What follows belongs to an exercise in optimizing a design on an open flow for small area; a production flow would make more cautious choices.
Where RTL was checked, it was by simulation tests only, not by an equivalence proof against the original.
Only the layout flow was run in runs 2 and 3; the RTL was not checked for function there.
No activity file was given, so power comes from the tool's default toggle rates.

==> flow/design.v <==
module payload_capture #(
  parameter int DATA_W     = 16,
  parameter int FIFO_DEPTH = 64,
  parameter int ADDR_W     = 6,
  parameter int MAX_LEN    = 1024
) (
  input  logic              Clk,
  input  logic              rst,
  input  logic              valid_i,
  input  logic [DATA_W-1:0] r_i,
  input  logic [DATA_W-1:0] i_i,
  input  logic              detect_i,
  input  logic [15:0]       payload_length_i,
  output logic              out_valid_o,
  input  logic              out_ready_i,
  output logic [DATA_W-1:0] out_r_o,
  output logic [DATA_W-1:0] out_i_o,
  output logic              out_last_o,
  output logic              busy_o,
  output logic              done_o,
  output logic              len_err_o,
  output logic              overflow_o
);
  localparam int ENTRY_W = 2 * DATA_W + 1;
  localparam int CNT_W   = $clog2(MAX_LEN + 1);
  logic             busy;
  logic             done;
  logic [CNT_W-1:0] remaining;
  logic             len_err;
  logic             overflow;
  logic [ADDR_W:0]  wr_ptr;
  logic [7:0]       rd_lo_n;
  logic [7:0]       rd_hi_n;
  logic             rd_wrap;
  logic             ptr_eq;
  logic             fifo_empty;
  logic             fifo_full;
  logic             push_req;
  logic             push;
  logic             pop;
  logic             len_ok;
  logic             entry_last;
  logic [FIFO_DEPTH*ENTRY_W-1:0] mem;
  logic [FIFO_DEPTH*ENTRY_W-1:0] mem_d;
  logic [ENTRY_W-1:0] head;
  logic [ENTRY_W-1:0]    din;
  logic [FIFO_DEPTH-1:0] row_load;
  logic [FIFO_DEPTH-1:0] row_keep;
  logic [7:0]            wr_lo_dec;
  logic [7:0]            wr_hi_dec;
  assign len_ok = !payload_length_i[15] && (payload_length_i != 16'd0) &&
                  (payload_length_i[14:10] == 5'd0 || payload_length_i[14:0] == 15'd1024);
  assign ptr_eq     = !rd_lo_n[wr_ptr[2:0]] && !rd_hi_n[wr_ptr[5:3]];
  assign fifo_empty = ptr_eq && (wr_ptr[ADDR_W] == rd_wrap);
  assign fifo_full  = ptr_eq && (wr_ptr[ADDR_W] != rd_wrap);
  assign push_req   = busy && valid_i;
  assign pop        = !fifo_empty && out_ready_i;
  assign push       = push_req && (!fifo_full || pop);
  assign entry_last = (remaining == CNT_W'(1));
  always_ff @(posedge Clk or negedge rst) begin
    if (!rst) begin
      busy      <= 1'b0;
      done      <= 1'b0;
      remaining <= '0;
      len_err   <= 1'b0;
      overflow  <= 1'b0;
    end else begin
      done <= busy && valid_i && entry_last;
      if (!busy && !done && detect_i) begin
        len_err  <= !len_ok;
        overflow <= 1'b0;
        if (len_ok) begin
          busy      <= 1'b1;
          remaining <= payload_length_i[CNT_W-1:0];
        end
      end else if (busy && valid_i) begin
        remaining <= remaining - CNT_W'(1);
        if (entry_last) busy <= 1'b0;
        if (fifo_full && !pop) overflow <= 1'b1;
      end
    end
  end
  always_ff @(posedge Clk or negedge rst) begin
    if (!rst) begin
      wr_ptr <= '0;
    end else if (push) begin
      wr_ptr <= wr_ptr + 1'b1;
    end
  end
  assign din = {entry_last, r_i, i_i};
  always_comb begin
    wr_lo_dec = '0;
    wr_hi_dec = '0;
    wr_lo_dec[wr_ptr[2:0]] = 1'b1;
    wr_hi_dec[wr_ptr[5:3]] = push;
  end
  for (genvar k = 0; k < FIFO_DEPTH; k++) begin : g_row
    payload_capture_rowctl u_ctl (
      .a    (wr_lo_dec[k % 8]),
      .b    (wr_hi_dec[k / 8]),
      .keep (row_keep[k]),
      .load (row_load[k])
    );
    payload_capture_hold #(.W(ENTRY_W)) u_hold (
      .q    (mem[k*ENTRY_W +: ENTRY_W]),
      .keep (row_keep[k]),
      .d    (din),
      .load (row_load[k]),
      .y    (mem_d[k*ENTRY_W +: ENTRY_W])
    );
  end
  always_ff @(posedge Clk) begin
    mem <= mem_d;
  end
  always_ff @(posedge Clk or negedge rst) begin
    if (!rst) begin
      rd_lo_n <= 8'hFE;
      rd_hi_n <= 8'hFE;
      rd_wrap <= 1'b0;
    end else if (pop) begin
      rd_lo_n <= {rd_lo_n[6:0], rd_lo_n[7]};
      if (!rd_lo_n[7]) begin
        rd_hi_n <= {rd_hi_n[6:0], rd_hi_n[7]};
        if (!rd_hi_n[7]) rd_wrap <= !rd_wrap;
      end
    end
  end
  logic [ENTRY_W-1:0] grp [8];
  always_comb begin
    for (int j = 0; j < 8; j++) begin
      grp[j] = '1;
      for (int i = 0; i < 8; i++) begin
        grp[j] = grp[j] & (mem[(8*j+i)*ENTRY_W +: ENTRY_W] | {ENTRY_W{rd_lo_n[i]}});
      end
    end
    head = '1;
    for (int j = 0; j < 8; j++) begin
      head = head & (grp[j] | {ENTRY_W{rd_hi_n[j]}});
    end
  end
  assign out_valid_o = !fifo_empty;
  assign out_last_o  = head[ENTRY_W-1];
  assign out_r_o     = head[2*DATA_W-1:DATA_W];
  assign out_i_o     = head[DATA_W-1:0];
  assign busy_o     = busy;
  assign done_o     = done;
  assign len_err_o  = len_err;
  assign overflow_o = overflow;
endmodule
module payload_capture_hold #(
  parameter int W = 33
) (
  input  logic [W-1:0] q,
  input  logic         keep,
  input  logic [W-1:0] d,
  input  logic         load,
  output logic [W-1:0] y
);
  assign y = (q & {W{keep}}) | (d & {W{load}});
endmodule
module payload_capture_rowctl (
  input  logic a,
  input  logic b,
  output logic keep,
  output logic load
);
  assign keep = ~(a & b);
  assign load = ~keep;
endmodule
==> flow/flow/run.sh <==
#!/bin/bash
# Standard ORFS layout (the standard.sh, unchanged synthesis) with a leaner
# clock tree (no dummy loads, clkbuf_8 leaves), buf_2 port buffers and a 70%
# floorplan utilization; repair may resize cells to other footprints; the row write-strobe drivers start upsized (flow/upsize_rowctl.tcl). The tools' full output goes to standard.log here.
set -uo pipefail
export CTS_ARGS="-sink_clustering_enable -repair_clock_nets -dont_use_dummy_load -sink_clustering_size 16 -sink_clustering_max_diameter 60 -buf_list sky130_fd_sc_hd__clkbuf_8"
export BUFFER_PORTS_ARGS="-buffer_cell sky130_fd_sc_hd__buf_2"
export PRE_GLOBAL_PLACE_TCL="$PWD/flow/upsize_rowctl.tcl"
bash standard.sh CORE_UTILIZATION=70 SLEW_MARGIN=20 CAP_MARGIN=25 MATCH_CELL_FOOTPRINT=0 finish > standard.log 2>&1
==> flow/flow/upsize_rowctl.tcl <==
# Give each FIFO row's write strobes (g_row[k].u_ctl.load / .keep, 33 loads
# each) a stronger driver up front, so placement repair need not buffer them.
set db [ord::get_db]
set block [ord::get_db_block]
set swaps [dict create \
  sky130_fd_sc_hd__and2_1  sky130_fd_sc_hd__and2_4 \
  sky130_fd_sc_hd__and2_0  sky130_fd_sc_hd__and2_4 \
  sky130_fd_sc_hd__nand2_1 sky130_fd_sc_hd__nand2_2]
set n 0
foreach net [$block getNets] {
  set name [$net getName]
  if {![string match {*g_row*u_ctl.load} $name] && ![string match {*g_row*u_ctl.keep} $name]} {
    continue
  }
  foreach it [$net getITerms] {
    if {![$it isOutputSignal]} { continue }
    set inst [$it getInst]
    set m [[$inst getMaster] getName]
    if {![dict exists $swaps $m]} { continue }
    set master [$db findMaster [dict get $swaps $m]]
    if {$master eq "NULL" || $master eq ""} { continue }
    $inst swapMaster $master
    incr n
  }
}
puts "upsize_rowctl: upsized $n row write-strobe drivers"
==> flow/standard.sh <==
#!/bin/bash
# synth_recipe.tcl (not shown) runs the flow's synth.tcl, then flattens the netlist and writes it again
# the make line also repeats each setting of config.mk as NAME=value (left out here)
make -C /OpenROAD-flow-scripts/flow DESIGN_CONFIG=/design/flow/config.mk WORK_HOME=/design/flow/orfs CLKGATE_MAP_FILE= SYNTH_SCRIPT=/design/flow/synth_recipe.tcl "${@:-finish}"
==> flow/config.mk <==
export PLATFORM = sky130hd
export DESIGN_NAME = payload_capture
export DESIGN_NICKNAME = payload_capture
export VERILOG_FILES = /design/flow/design.v
export SDC_FILE = /design/flow/constraint.sdc
export NUM_CORES = 4
export LEC_CHECK = 0
export CAP_MARGIN = 20
export CORE_MARGIN = 2
export CORE_UTILIZATION = 40
export CTS_BUF_LIST = sky130_fd_sc_hd__clkbuf_16
export CTS_CLUSTER_DIAMETER = 80
export CTS_CLUSTER_SIZE = 24
export SLEW_MARGIN = 20
export SYNTH_HIERARCHICAL = 1
==> flow/constraint.sdc <==
create_clock -name core_clock -period 8.0 [get_ports {Clk}]
set_input_delay 1.6000 -clock core_clock [delete_from_list [all_inputs] [get_ports {Clk}]]
set_output_delay 1.6000 -clock core_clock [all_outputs]
set_load 0.01 [all_outputs]
==> results of run 1 <==
cells by family (layout without fill, tap and decap cells):
logic type,count (synthesis),in the layout,synth area share
multiplexers,25,25,0.00415
other,0,5,0
XOR/XNOR,10,10,0.00110
buffers and inverters,807,440,0.0820
flip-flops,2151,2151,0.543
adder cells (fa/ha/maj),9,9,0.00141
AND/OR/NAND/NOR,507,507,0.0371
AO/OA/AOI/OAI,3349,3349,0.331
per-module statistics from Yosys, one instance, submodules excluded, excerpt:
| module | cells inside | area, um2 | copies in the design |
|---|---|---|---|
| payload_capture | 4106 | 55100 | 1 |
| payload_capture_rowctl | 2 | 10.0 | 64 |
registers in the layout, summed over array words and instances (netlist names):
| register | flops |
|---|---|
| done | 1 |
| rd_lo_n | 8 |
| remaining | 11 |
| len_err | 1 |
| wr_ptr | 7 |
| overflow | 1 |
| rd_hi_n | 8 |
| busy | 1 |
| mem | 2112 |
| rd_wrap | 1 |
critical path, cell delays in order, from the launching register on:
cell and delay, ns:
dfstp_4 1.24, buf_4 0.58, buf_4 0.32, o22ai_1 0.12
nor4_1 0.82, o22ai_1 0.40, nor4_1 1.21, buf_2 0.30
cell usage after synthesis (3+ instances only):
| cell | number | area [um2] |
|---|---|---|
| a22o_1 | 2112 | 18500 |
| dfxtp_1 | 2112 | 42300 |
| o22ai_1 | 1188 | 7430 |
| buf_6 | 449 | 5060 |
| nor4_1 | 300 | 1880 |
| clkbuf_1 | 246 | 923 |
| buf_2 | 84 | 420 |
| nand2_1 | 83 | 312 |
| and2_1 | 74 | 463 |
| dfrtp_1 | 25 | 626 |
| mux2_2 | 17 | 191 |
| dfstp_2 | 14 | 368 |
| buf_1 | 13 | 48.8 |
| nor2_1 | 12 | 45.0 |
| ha_1 | 9 | 113 |
| inv_1 | 9 | 33.8 |
| o221ai_1 | 9 | 78.8 |
| nand3_1 | 8 | 40.0 |
| nor3_1 | 7 | 35.0 |
| a21oi_1 | 6 | 30.0 |
| a311oi_1 | 6 | 52.6 |
| xnor2_1 | 5 | 43.8 |
| xor2_1 | 5 | 43.8 |
| a211oi_1 | 4 | 30.0 |
| a2111oi_0 | 3 | 26.3 |
| mux2i_1 | 3 | 30.0 |
| mux4_2 | 3 | 67.6 |
| nor3b_1 | 3 | 22.5 |
| o211ai_1 | 3 | 22.5 |
| or2_2 | 3 | 18.8 |
| or4_1 | 3 | 22.5 |
worst paths after layout:
check | from | end | slack (ns) | cells past startpoint
setup reg to reg | rd_lo_n[3] | mem[1786] | 2.63 | 7
setup / recovery | rd_lo_n[1] | out_i_o[15] | 0.47 | 7
hold reg to reg | mem[444] | mem[444] | 0.49 | 1
hold / removal | mem[444] | mem[444] | 0.49 | 1
min in group asynchronous | rst | remaining[2] | 0.61 | 1
max in group asynchronous | rst | rd_hi_n[6] | 6.79 | 2
cell usage in the layout, fill, tap and decap left out, types with 3 or more instances in the layout:
| cell type | count |
|---|---|
| xor2_1 | 5 |
| dfxtp_1 | 2112 |
| nor4_1 | 277 |
| buf_2 | 101 |
| o211ai_1 | 3 |
| inv_1 | 9 |
| nand2_2 | 64 |
| ha_1 | 9 |
| nor2_1 | 11 |
| dfstp_2 | 7 |
| nor3_1 | 6 |
| and2_4 | 64 |
| xnor2_1 | 5 |
| a2111oi_2 | 3 |
| or4_1 | 3 |
| mux4_2 | 3 |
| o221ai_1 | 9 |
| buf_4 | 156 |
| nand3_1 | 8 |
| and2_1 | 10 |
| diode_2 | 5 |
| or2_2 | 3 |
| a311oi_1 | 6 |
| nand2_1 | 19 |
| clkbuf_8 | 155 |
| nor4_2 | 22 |
| o22ai_1 | 1188 |
| a22o_1 | 2112 |
| dfrtp_1 | 24 |
| mux2_2 | 17 |
| buf_12 | 16 |
| a21oi_1 | 6 |
| dfstp_4 | 7 |
stage by stage:
| step | area, um2 | power (mW) | setup slack [ns] | hold WS, ns | util |
|---|---|---|---|---|---|
| after floorplan | 79600 | 13.6 | 3.66 | 0.457 | - |
| after global placement | 77400 | 14.2 | 1.57 | 0.466 | 0.687 |
| after detailed placement | 77500 | 14.3 | 2.01 | 0.471 | 0.688 |
| after CTS | 79600 | 19.1 | 1.03 | 0.485 | 0.707 |
| after global routing | 79800 | 19.8 | 0.812 | 0.496 | 0.708 |
| final | 79800 | 19.3 | 0.469 | 0.489 | 0.708 |
area by class of cell:
cell class / instances / share of cell area
antenna: 5 / 0.000157
sequential: 2151 / 0.543
tap: 1500 / 0.0235
clock buffer: 155 / 0.0267
inverter: 9 / 0.000424
multi-input combinational: 3900 / 0.381
timing repair buffer: 276 / 0.0255
layer usage:
| layer | GRT usage | up-vias |
|---|---|---|
| met3 | 0.164 | 1089 |
| met5 | 0 | - |
| met2 | 0.675 | 5290 |
| li1 | - | 26700 |
| met1 | 0.627 | 32100 |
| met4 | 0.307 | 6 |
where the power goes:
part           leakage [nW]  switching (mW)  internal (mW)
clock                  1.11            3.36           1.74
sequential             17.5           0.559           11.6
combinational          9.47            1.01          0.986
==> results.toml, run 1 <==
[place]
gp_congestion = 0.959
place_inst = 7829
numPortBuffers = 90
hpwl_um = 161000

[finish]
layout-drive-gt1-share = 0.0989
layout.cells.non_filler = 7996
area_delta_synth_final_pct = 0.176
multi_input_area_mm2 = 0.0304
nets = 6555
n_fill_cell = 8428
seqCellArea_mm2 = 0.0433

[route]
drt_iter0_markers = 10200
wire_per_inst_um = 36.3
highest_layer = "met5"
route.detailed.drc = 0
wl_met1_um = 106000
ant_nets = 0
drt-total-wl_um = 290000
met3_length_um = 44800
vias_per_cell = 8.15
drt_pass1_iterations = 6
wl_met2_um = 118000
num_vias = 65200

[power]
powerDensity_mw_per_mm2 = 242
p_leak_nw = 28.1
ir_drop_uv = 162

[timing]
fin_crit_sh = 0.941
tns_ns = 0
fmaxAchievable_ghz = 0.133
setup_viol = 0
worstMarginPinSlew_ns = 1.35
skew_ns = 0.0634
slew_headroom = 0.0892
final-hold-violation-count = 0
fin_crit_ns = 7.53
rsz0062_at_grt = "no"
slew_viol_final = 0

[floorplanning]
fp.dieArea_mm2 = 0.116
die_w_um = 341
coreArea_mm2 = 0.113
ios = 91
start_util = 0.707
rows = 123
die_h_um = 341

[clock_network]
cts_buffers = 155
cts_root_buf = "clkbuf_8"
postCtsSetupRepairBufs = 0
clockBufferDepth = 3
cts_tree = "yes"
clock_sinks = 2151
cts-resized-gates = 0
clkTransAtPathRegs_ns = 0.09
cts_hold_buffers = 0
insertion_delay_ns = 0.91
htree_levels = 4

[global_route]
track_usage = 0.479
grt_max_degree = 65
grt_pass1_vias = 61900
grt_first_pass_wirelength_um = 419000
antenna_found_initial = 5
gr-total-overflow = 0

[yosys]
syn-mean-instance-area_um2 = 11.6
ys_ff_latch = 2151
async_flop_share = 0.0181
synth_cell_types = 61
yosys_warnings = 8
synth_edf_count = 0
synth_cells = 6858
yosys_most_used_dff = "dfxtp_1"
ys_seq_area_frac = 0.543
synthesis.area_mm2 = 0.0796
mappedNetlistNets = 6920

[setup_path]
critPathLaunchType = "flip-flop"
cp-end-kind = "output port"
crit_type = "reg -> out"
arrival_ns = 5.93
required_ns = 6.40
crit_fanout = 48

[min_path]
hold_path.class = "reg -> reg"

[status]
status = "complete, no violations"

[run]
maxCapViolCount = 0
==> run 2: changes to the inputs <==
--- a/flow/design.v
+++ b/flow/design.v
@@ -31,4 +31,2 @@
   logic [ADDR_W:0]  wr_ptr;
-  logic [7:0]       rd_lo_n;
-  logic [7:0]       rd_hi_n;
   logic             rd_wrap;
@@ -43,9 +41,3 @@
   logic [FIFO_DEPTH*ENTRY_W-1:0] mem;
-  logic [FIFO_DEPTH*ENTRY_W-1:0] mem_d;
   logic [ENTRY_W-1:0] head;
-  logic [ENTRY_W-1:0]    din;
-  logic [FIFO_DEPTH-1:0] row_load;
-  logic [FIFO_DEPTH-1:0] row_keep;
-  logic [7:0]            wr_lo_dec;
-  logic [7:0]            wr_hi_dec;
   assign len_ok = !payload_length_i[15] && (payload_length_i != 16'd0) &&
@@ -89,3 +81,10 @@
   end
+  logic [ENTRY_W-1:0]    din;
+  localparam int HALF_W = (ENTRY_W + 1) / 2;
+  logic [FIFO_DEPTH-1:0] row_load_a, row_load_b;
+  logic [FIFO_DEPTH-1:0] row_keep_a, row_keep_b;
+  logic [FIFO_DEPTH*ENTRY_W-1:0] mem_d;
   assign din = {entry_last, r_i, i_i};
+  logic [7:0] wr_lo_dec;
+  logic [7:0] wr_hi_dec;
   always_comb begin
@@ -97,14 +96,27 @@
   for (genvar k = 0; k < FIFO_DEPTH; k++) begin : g_row
-    payload_capture_rowctl u_ctl (
+    payload_capture_rowctl u_ctl_a (
       .a    (wr_lo_dec[k % 8]),
       .b    (wr_hi_dec[k / 8]),
-      .keep (row_keep[k]),
-      .load (row_load[k])
+      .keep (row_keep_a[k]),
+      .load (row_load_a[k])
     );
-    payload_capture_hold #(.W(ENTRY_W)) u_hold (
-      .q    (mem[k*ENTRY_W +: ENTRY_W]),
-      .keep (row_keep[k]),
-      .d    (din),
-      .load (row_load[k]),
-      .y    (mem_d[k*ENTRY_W +: ENTRY_W])
+    payload_capture_rowctl u_ctl_b (
+      .a    (wr_lo_dec[k % 8]),
+      .b    (wr_hi_dec[k / 8]),
+      .keep (row_keep_b[k]),
+      .load (row_load_b[k])
+    );
+    payload_capture_hold #(.W(HALF_W)) u_hold_a (
+      .q    (mem[k*ENTRY_W +: HALF_W]),
+      .keep (row_keep_a[k]),
+      .d    (din[HALF_W-1:0]),
+      .load (row_load_a[k]),
+      .y    (mem_d[k*ENTRY_W +: HALF_W])
+    );
+    payload_capture_hold #(.W(ENTRY_W-HALF_W)) u_hold_b (
+      .q    (mem[k*ENTRY_W+HALF_W +: ENTRY_W-HALF_W]),
+      .keep (row_keep_b[k]),
+      .d    (din[ENTRY_W-1:HALF_W]),
+      .load (row_load_b[k]),
+      .y    (mem_d[k*ENTRY_W+HALF_W +: ENTRY_W-HALF_W])
     );
@@ -114,2 +126,4 @@
   end
+  logic [7:0] rd_lo_n;
+  logic [7:0] rd_hi_n;
   always_ff @(posedge Clk or negedge rst) begin
==> flow/flow/run.sh (replaced) <==
#!/bin/bash
# Standard ORFS layout (the standard.sh, unchanged synthesis) with a leaner
# clock tree (no dummy loads, clkbuf_8 leaves), buf_2 port buffers and a 70%
# floorplan utilization. The tools' full output goes to standard.log here.
set -uo pipefail
export CTS_ARGS="-sink_clustering_enable -repair_clock_nets -dont_use_dummy_load -sink_clustering_size 16 -sink_clustering_max_diameter 60 -buf_list sky130_fd_sc_hd__clkbuf_8"
export BUFFER_PORTS_ARGS="-buffer_cell sky130_fd_sc_hd__buf_2"
bash standard.sh CORE_UTILIZATION=70 SLEW_MARGIN=20 CAP_MARGIN=40 finish > standard.log 2>&1
removed: flow/flow/upsize_rowctl.tcl
==> run 2 against run 1 <==
Die area up 3.2%. Largest cell class unchanged. Synthesized cell count up 1.9%. Clock skew down 0.015 ns. Global-route usage down 4.4 points. Area after synthesis up 3.2%. Combinational power up 13%. Still clean. Critical path type unchanged. Cell area up 3.0%. Non-clock buffer count up 46. Clock-buffer cell count unchanged. Sequential power about the same. Critical endpoint is now out_r_o[7]. Flip-flop and latch count unchanged. Sequential share of layout area down 1.6 points.
==> results.toml, run 2 <==
[finish]
n_fill_cell = 8666
final_core_util = 0.706
final_cell_mix = "dfxtp_1, a22o_1, o22ai_1"
top_regs = "mem x2112, remaining x11"
layout-drive-gt1-share = 0.207
seqCellArea_mm2 = 0.0433
final_common_cell = "dfxtp_1"
multi_input_area_mm2 = 0.0316
nets = 6729
regMostFlops = "mem"
largest_reg_flops = 2112
layout.cells.non_filler = 8194
area_delta_synth_final_pct = -0.0107

[setup_path]
critPathLaunchType = "flip-flop"
r2r_cells = 9
crit_fanout = 52
startpoint = "rd_lo_n[1]"
cp-end-kind = "output port"
arrival_ns = 5.20
cp.buffers_inverters = 3
crit_type = "reg -> out"
critical-path-max-stage-delay_ns = 1.19
worst-r2r-setup-slack_ns = 3.13
slowest_stage = "dfstp_4"
r2r-end = "mem[860]"
r2r_start = "rd_lo_n[3]"
critPathTopFamily = "simple AND/OR/NAND/NOR gates"
crit_chain = "buf_4 -> o22ai_1 -> nor4_1 -> o22ai_1 -> nor4_1 -> clkdlybuf4s18_2 -> buf_2"
required_ns = 6.40

[timing]
slew_headroom = 0.326
slew_viol_final = 0
fin_crit_ns = 6.80
tns_ns = 0
final-hold-violation-count = 0
fmaxAchievable_ghz = 0.147
setup_viol = 0
worstMarginPinSlew_ns = 1.00
rsz0062_at_grt = "no"
skew_ns = 0.0482
fin_crit_sh = 0.850

[clock_network]
cts_root_buf = "clkbuf_8"
clockBufferDepth = 3
cts_hold_buffers = 0
clkTransAtPathRegs_ns = 0.10
clock_sinks = 2151
postCtsSetupRepairBufs = 0
insertion_delay_ns = 0.90
cts-resized-gates = 0
cts_buffers = 155
htree_levels = 4
cts_tree = "yes"

[yosys]
async_flop_share = 0.0181
syn-mean-instance-area_um2 = 11.8
yosys_most_used_dff = "dfxtp_1"
synth.top_cells.by_count = "dfxtp_1, a22o_1, o22ai_1, a22o_2, buf_6"
synth.most_common_cell = "dfxtp_1"
yosys_warnings = 8
synthesis.area_mm2 = 0.0822
synth_cells = 6986
ys_ff_latch = 2151
synth_top_cell_area_share = 0.514
synth_cell_types = 62
ys_seq_area_frac = 0.527
yosys-top-cells-area = "dfxtp_1, a22o_1, a22o_2, o22ai_1, buf_6"
synth_top_area_cell = "dfxtp_1"
mappedNetlistNets = 7048
synth_edf_count = 0

[place]
place_inst = 7976
hpwl_um = 156000
numPortBuffers = 90
gp_congestion = 0.919

[floorplanning]
die_h_um = 347
ios = 91
fp.dieArea_mm2 = 0.120
coreArea_mm2 = 0.116
rows = 125
die_w_um = 347
start_util = 0.706

[power]
p_leak_nw = 29.0
ir_drop_uv = 232
powerDensity_mw_per_mm2 = 238
total_power_mw = 19.6

[route]
vias_per_cell = 7.86
ant_nets = 0
drt-total-wl_um = 272000
drt_iter0_markers = 8308
num_vias = 64400
drt_pass1_iterations = 6
route.detailed.drc = 0
wire_per_inst_um = 33.2

[global_route]
antenna_found_initial = 2
grt_max_degree = 79
gr-total-overflow = 0
grt_pass1_vias = 62400
track_usage = 0.435
grt_first_pass_wirelength_um = 403000

[min_path]
min_from = "mem[1359]"
hold_depth = 1
min_to = "mem[1359]"
hold_path.class = "reg -> reg"

[run]
maxCapViolCount = 0

[status]
status = "complete, no violations"
run 2: cell types whose count changed after synthesis, sizes merged:
cell,before,now
and2,74,138
nand2,83,147
buf,548,552
clkbuf,247,243
run 2: through the flow:
step / hold WS (ns) / worst slack [ns] / cell area [um2]
after CTS: 0.488 / 1.46 / 81300
after global placement: 0.466 / 2.12 / 78400
after floorplan: 0.457 / 2.17 / 82200
final: 0.491 / 1.20 / 82200
after global routing: 0.502 / 1.35 / 82200
after detailed placement: 0.471 / 2.44 / 79200
run 2: cell families after synthesis:
kind of cell               synth area share
AOI/OAI and AO/OA                     0.333
DFF                                   0.527
buffers and inverters                0.0902
and+or+nand+nor                      0.0437
muxes                               0.00402
xor gates and xnor gates            0.00107
adders and majority gates           0.00137
run 2: report_power, final:
| group | switching [mW] | total (mW) | internal, mW |
|---|---|---|---|
| sequential | 0.562 | 12.2 | 11.6 |
| clock | 3.36 | 5.10 | 1.74 |
| combinational | 1.13 | 2.26 | 1.13 |
| total | 5.05 | 19.6 | 14.5 |
run 2: per-module statistics from Yosys (local to each module, per instance), excerpt:
module                  cells  flops+latches  times used  area [um2]
payload_capture          4106           2151           1       55100
payload_capture_rowctl      2              0         128        10.0
run 2: per-layer routing:
layer,part of all wire,global-route usage,vias up
li1,-,-,27200
met1,0.38,0.573,31900
met2,0.44,0.660,4449
met3,0.12,0.0921,892
met4,0.063,0.261,2
met5,0.000040,0,-
run 2: final cells by class:
| class | instances | area share |
|---|---|---|
| Timing Repair Buffer | 322 | 0.0385 |
| Inverter | 9 | 0.000411 |
| Multi-Input combinational cell | 4028 | 0.385 |
| Antenna cell | 5 | 0.000152 |
| Tap cell | 1524 | 0.0232 |
| Sequential cell | 2151 | 0.527 |
| Clock buffer | 155 | 0.0260 |
run 2: worst max-delay path by stage:
stage / to / slack [ns] / depth (start not counted)
final: out_r_o[7] / 1.20 / 7
after global routing: out_r_o[7] / 1.35 / 7
after CTS: out_r_o[7] / 1.46 / 7
after detailed placement: out_r_o[14] / 2.44 / 6
after global placement: out_r_o[7] / 2.12 / 6
after floorplan: mem[1000] / 2.17 / 7
==> run 3: changes to the inputs <==
==> flow/design.v (replaced) <==
module payload_capture #(
  parameter int DATA_W     = 16,
  parameter int FIFO_DEPTH = 64,
  parameter int ADDR_W     = 6,
  parameter int MAX_LEN    = 1024
) (
  input  logic              Clk,
  input  logic              rst,
  input  logic              valid_i,
  input  logic [DATA_W-1:0] r_i,
  input  logic [DATA_W-1:0] i_i,
  input  logic              detect_i,
  input  logic [15:0]       payload_length_i,
  output logic              out_valid_o,
  input  logic              out_ready_i,
  output logic [DATA_W-1:0] out_r_o,
  output logic [DATA_W-1:0] out_i_o,
  output logic              out_last_o,
  output logic              busy_o,
  output logic              done_o,
  output logic              len_err_o,
  output logic              overflow_o
);
  localparam logic [1:0] IDLE    = 2'd0;
  localparam logic [1:0] CAPTURE = 2'd1;
  localparam logic [1:0] DONE    = 2'd2;
  localparam int ENTRY_W = 2 * DATA_W + 1;
  localparam int CNT_W   = $clog2(MAX_LEN + 1);
  localparam logic signed [15:0] MAX_LEN_S = 16'(MAX_LEN);
  logic [1:0]       state;
  logic [1:0]       state_next;
  logic [CNT_W-1:0] remaining;
  logic [CNT_W-1:0] remaining_next;
  logic             len_err;
  logic             len_err_next;
  logic             overflow;
  logic             overflow_next;
  logic [ADDR_W:0]  wr_ptr;
  logic [ADDR_W:0]  rd_ptr;
  logic             fifo_empty;
  logic             fifo_full;
  logic             push_req;
  logic             push;
  logic             pop;
  logic             drop;
  logic             len_ok;
  logic             entry_last;
  logic [ENTRY_W-1:0] mem [FIFO_DEPTH];
  logic [ENTRY_W-1:0] head;
  assign len_ok = ($signed(payload_length_i) > 16'sd0) &&
                  ($signed(payload_length_i) <= MAX_LEN_S);
  assign fifo_empty = (wr_ptr == rd_ptr);
  assign fifo_full  = (wr_ptr[ADDR_W] != rd_ptr[ADDR_W]) &&
                      (wr_ptr[ADDR_W-1:0] == rd_ptr[ADDR_W-1:0]);
  assign push_req   = (state == CAPTURE) && valid_i;
  assign pop        = !fifo_empty && out_ready_i;
  assign push       = push_req && (!fifo_full || pop);
  assign drop       = push_req && fifo_full && !pop;
  assign entry_last = (remaining == CNT_W'(1));
  always_comb begin
    state_next     = state;
    remaining_next = remaining;
    len_err_next   = len_err;
    overflow_next  = overflow;
    case (state)
      IDLE: begin
        if (detect_i) begin
          overflow_next = 1'b0;
          len_err_next  = !len_ok;
          if (len_ok) begin
            remaining_next = payload_length_i[CNT_W-1:0];
            state_next     = CAPTURE;
          end
        end
      end
      CAPTURE: begin
        if (valid_i) begin
          remaining_next = remaining - CNT_W'(1);
          if (entry_last) begin
            state_next = DONE;
          end
        end
      end
      DONE: begin
        state_next = IDLE;
      end
      default: begin
        state_next = IDLE;
      end
    endcase
    if (drop) begin
      overflow_next = 1'b1;
    end
  end
  always_ff @(posedge Clk or negedge rst) begin
    if (!rst) begin
      state     <= IDLE;
      remaining <= '0;
      len_err   <= 1'b0;
      overflow  <= 1'b0;
    end else begin
      state     <= state_next;
      remaining <= remaining_next;
      len_err   <= len_err_next;
      overflow  <= overflow_next;
    end
  end
  always_ff @(posedge Clk or negedge rst) begin
    if (!rst) begin
      wr_ptr <= '0;
      rd_ptr <= '0;
    end else begin
      if (push) begin
        wr_ptr <= wr_ptr + 1'b1;
      end
      if (pop) begin
        rd_ptr <= rd_ptr + 1'b1;
      end
    end
  end
  always_ff @(posedge Clk or negedge rst) begin
    if (!rst) begin
      for (int k = 0; k < FIFO_DEPTH; k++) begin
        mem[k] <= '0;
      end
    end else if (push) begin
      mem[wr_ptr[ADDR_W-1:0]] <= {entry_last, r_i, i_i};
    end
  end
  assign head        = mem[rd_ptr[ADDR_W-1:0]];
  assign out_valid_o = !fifo_empty;
  assign out_last_o  = head[ENTRY_W-1];
  assign out_r_o     = head[2*DATA_W-1:DATA_W];
  assign out_i_o     = head[DATA_W-1:0];
  assign busy_o     = (state == CAPTURE);
  assign done_o     = (state == DONE);
  assign len_err_o  = len_err;
  assign overflow_o = overflow;
endmodule
==> flow/run.sh (new file) <==
#!/bin/bash
# synth_recipe.tcl (not shown) runs the flow's synth.tcl, then flattens the netlist and writes it again
# the make line also repeats each setting of config.mk as NAME=value (left out here)
make -C /OpenROAD-flow-scripts/flow DESIGN_CONFIG=/design/flow/config.mk WORK_HOME=/design/flow/orfs CLKGATE_MAP_FILE= SYNTH_SCRIPT=/design/flow/synth_recipe.tcl finish
--- a/flow/config.mk
+++ b/flow/config.mk
@@ -10,6 +10,2 @@
 export CORE_UTILIZATION = 40
-export CTS_BUF_LIST = sky130_fd_sc_hd__clkbuf_16
-export CTS_CLUSTER_DIAMETER = 80
-export CTS_CLUSTER_SIZE = 24
 export SLEW_MARGIN = 20
-export SYNTH_HIERARCHICAL = 1
removed: flow/flow/run.sh
removed: flow/standard.sh
==> run 3 against run 2 <==
Combinational power is 110% higher. Critical path type unchanged. First-iteration DRC count rose by 18%. Largest power group unchanged. Highest routed layer unchanged. Routed wire length rose by 51%. Sequential power increased by 3%. Worst hold slack got worse by 0.047 ns. Final cell count increased by 24%.
==> results.toml, run 3 <==
[route]
num_vias = 68500
wire_per_inst_um = 40.3
route.detailed.drc = 0
drt_iter0_markers = 9803
ant_nets = 0
vias_per_cell = 6.73
drt_pass1_iterations = 6
drt-total-wl_um = 411000

[yosys]
synth_cells = 7016
synthesis.area_mm2 = 0.0938
yosys-top-cells-area = "dfrtp_1, mux2_2, a22oi_1, mux2_1, buf_2"
ys_seq_area_frac = 0.571
synth_edf_count = 0
yosys_warnings = 2
synth_top_cell_area_share = 0.571
yosys_most_used_dff = "dfrtp_1"
ys_ff_latch = 2141
synth_top_area_cell = "dfrtp_1"
mappedNetlistNets = 7079
synth.top_cells.by_count = "dfrtp_1, mux2_2, a22oi_1, clkbuf_1, nand2_1"
async_flop_share = 1.00
synth.most_common_cell = "dfrtp_1"
syn-mean-instance-area_um2 = 13.4
synth_cell_types = 71

[power]
p_leak_nw = 52.5
powerDensity_mw_per_mm2 = 264
ir_drop_uv = 274

[setup_path]
required_ns = 6.40
slowest_stage = "nand2b_2"
cp-end-kind = "output port"
cp.buffers_inverters = 4
critPathTopFamily = "simple AND/OR/NAND/NOR gates"
crit_type = "reg -> out"
arrival_ns = 6.06
crit_fanout = 35
critical_path.most_common_cell = "buf_4"
critPathLaunchType = "flip-flop"
crit_chain = "nand2b_2 -> nor2_4 -> buf_16 -> buf_4 -> a2111oi_1 -> buf_4 -> nand4_1 -> a21o_1 -> clkdlybuf4s50_1"
critical-path-max-stage-delay_ns = 1.05

[finish]
final_common_cell = "dfrtp_1"
area_delta_synth_final_pct = 13.0
final_cell_mix = "dfrtp_1, mux2_2, a22oi_1"
nets = 6926
top_regs = "mem x2112, remaining x11"
layout-drive-gt1-share = 0.362
final_area_mm2 = 0.106
regMostFlops = "mem"
largest_reg_flops = 2112
n_fill_cell = 21000

[clock_network]
htree_levels = 4
clockBufferDepth = 3
postCtsSetupRepairBufs = 0
clock_sinks = 2141
cts_hold_buffers = 0
cts-resized-gates = 0
cts_tree = "yes"
cts_buffers = 220
cts_root_buf = "clkbuf_16"
insertion_delay_ns = 0.88
clkTransAtPathRegs_ns = 0.06

[global_route]
antenna_found_initial = 23
grt_max_degree = 172
grt_first_pass_wirelength_um = 561000
gr-total-overflow = 0
grt_pass1_vias = 66500
track_usage = 0.341

[status]
status = "complete, no violations"

[timing]
worstMarginPinSlew_ns = 1.28
slew_viol_final = 0
final-hold-violation-count = 0
tns_ns = 0
setup_viol = 0
rsz0062_at_grt = "no"
slew_headroom = 0.145
fin_crit_sh = 0.957
fmaxAchievable_ghz = 0.131
setup_slack_ns = 0.340
skew_ns = 0.0302
fin_crit_ns = 7.66

[floorplanning]
ios = 91
start_util = 0.403
coreArea_mm2 = 0.233
die_w_um = 488
rows = 177
die_h_um = 488
fp.dieArea_mm2 = 0.238

[place]
pre_cts_ws_ns = 1.40
numPortBuffers = 90
hpwl_um = 237000
gp_congestion = 0.947
placed_area_mm2 = 0.0985

[min_path]
hold_path.class = "reg -> reg"

[run]
maxCapViolCount = 0
-- run 3: cell count changes in the layout (fill, tap and decap cells not counted), sizes merged, moves of 109 or more --
cell and delta:
dfrtp +2116, clkbuf +171, nand2 +178, mux2 +2051, a22oi +801, dfxtp -2112
o22ai -1176, and2 -115, nor4 -271, nor2 +109, a22o -2049, nand4 +125
-- run 3: where the power goes --
group	total [mW]	internal, mW	switching, mW	leakage [nW]
combinational	4.76	1.44	3.32	19.3
sequential	12.6	11.9	0.753	29.6
clock	10.6	6.04	4.55	3.62
-- run 3: worst paths after layout --
path / start / endpoint / depth (start not counted) / slack, ns
hold reg to reg: state[1] / state[0] / 1 / 0.44
min in group asynchronous: rst / mem[55][29] / 1 / 0.64
max in group asynchronous: rst / mem[43][12] / 3 / 5.22
setup reg to reg: rd_ptr[2] / mem[53][8] / 9 / 2.73
setup / recovery: rd_ptr[2] / out_r_o[2] / 9 / 0.34
hold / removal: state[1] / state[0] / 1 / 0.44
-- run 3: layout make-up --
class	count	area [um2]	area share
multi-input combinational	4177	38100	0.360
tap	3132	3920	0.0370
clock inverter	62	782	0.00738
antenna	10	25.0	0.000236
inverter	14	52.6	0.000496
timing repair buffer	309	2980	0.0281
sequential	2141	53600	0.505
clock buffer	335	6550	0.0618
-- run 3: routing by layer --
metal / track usage / share of wire
met4: 0.189 / 0.066
met5: 0 / 0.00026
met1: 0.456 / 0.38
met3: 0.0966 / 0.12
met2: 0.497 / 0.43
-- run 3: cell families (layout without fill, tap and decap cells) --
kind of cell    count (synthesis)  count (layout)  share of synthesized area
flops                        2141            2141                      0.571
mux                          2114            2114                      0.253
compound gates               1206            1206                     0.0957
simple gates                  828             828                     0.0442
buf+inv                       698             720                     0.0326
xor+xnor                       19              19                    0.00177
fa+ha+maj                      10              10                    0.00133
other cells                     0              10                          0
-- run 3: stage by stage --
step	instances	hold slack (ns)	total power, mW	utilization
final	10200	0.444	28.0	0.455
after detailed placement	9767	0.433	17.3	0.423
after global routing	10200	0.481	28.6	0.455
after CTS	10200	0.445	27.7	0.454
after floorplan	7016	0.403	14.9	-
after global placement	9760	0.417	17.1	0.422

-- re-timing with driven ports --
No port has a modelled driver above. Below, the same layouts with a new extraction and two added sets of constraints.
Step 1 assumes that a clkbuf_16 drives the clock port and a buf_2 every other input.
Step 2 times the ports against the registers' clock, not the clock port: input delays grow and output delays shrink by t, the midpoint of the rising clock arrivals with the driver on.
Slacks: no drivers / after step 1 / after step 2; pairs: no drivers / after step 1.
run | shift t [ns] | slack for setup (ns) | worst setup path at the end | slew at the worst register clock pin (ns) | pins driven straight from the clock port
run 1 | 0.964 | 0.469 / 0.386 / 1.350 | register to output | 0.11 / 0.11 | 1
run 2 | 0.957 | 1.203 / 1.124 / 2.081 | register to output | 0.11 / 0.11 | 1
run 3 | 0.978 | 0.340 / 0.236 / 1.214 | register to output | 0.07 / 0.07 | 1
After both steps every run listed still meets setup and hold.
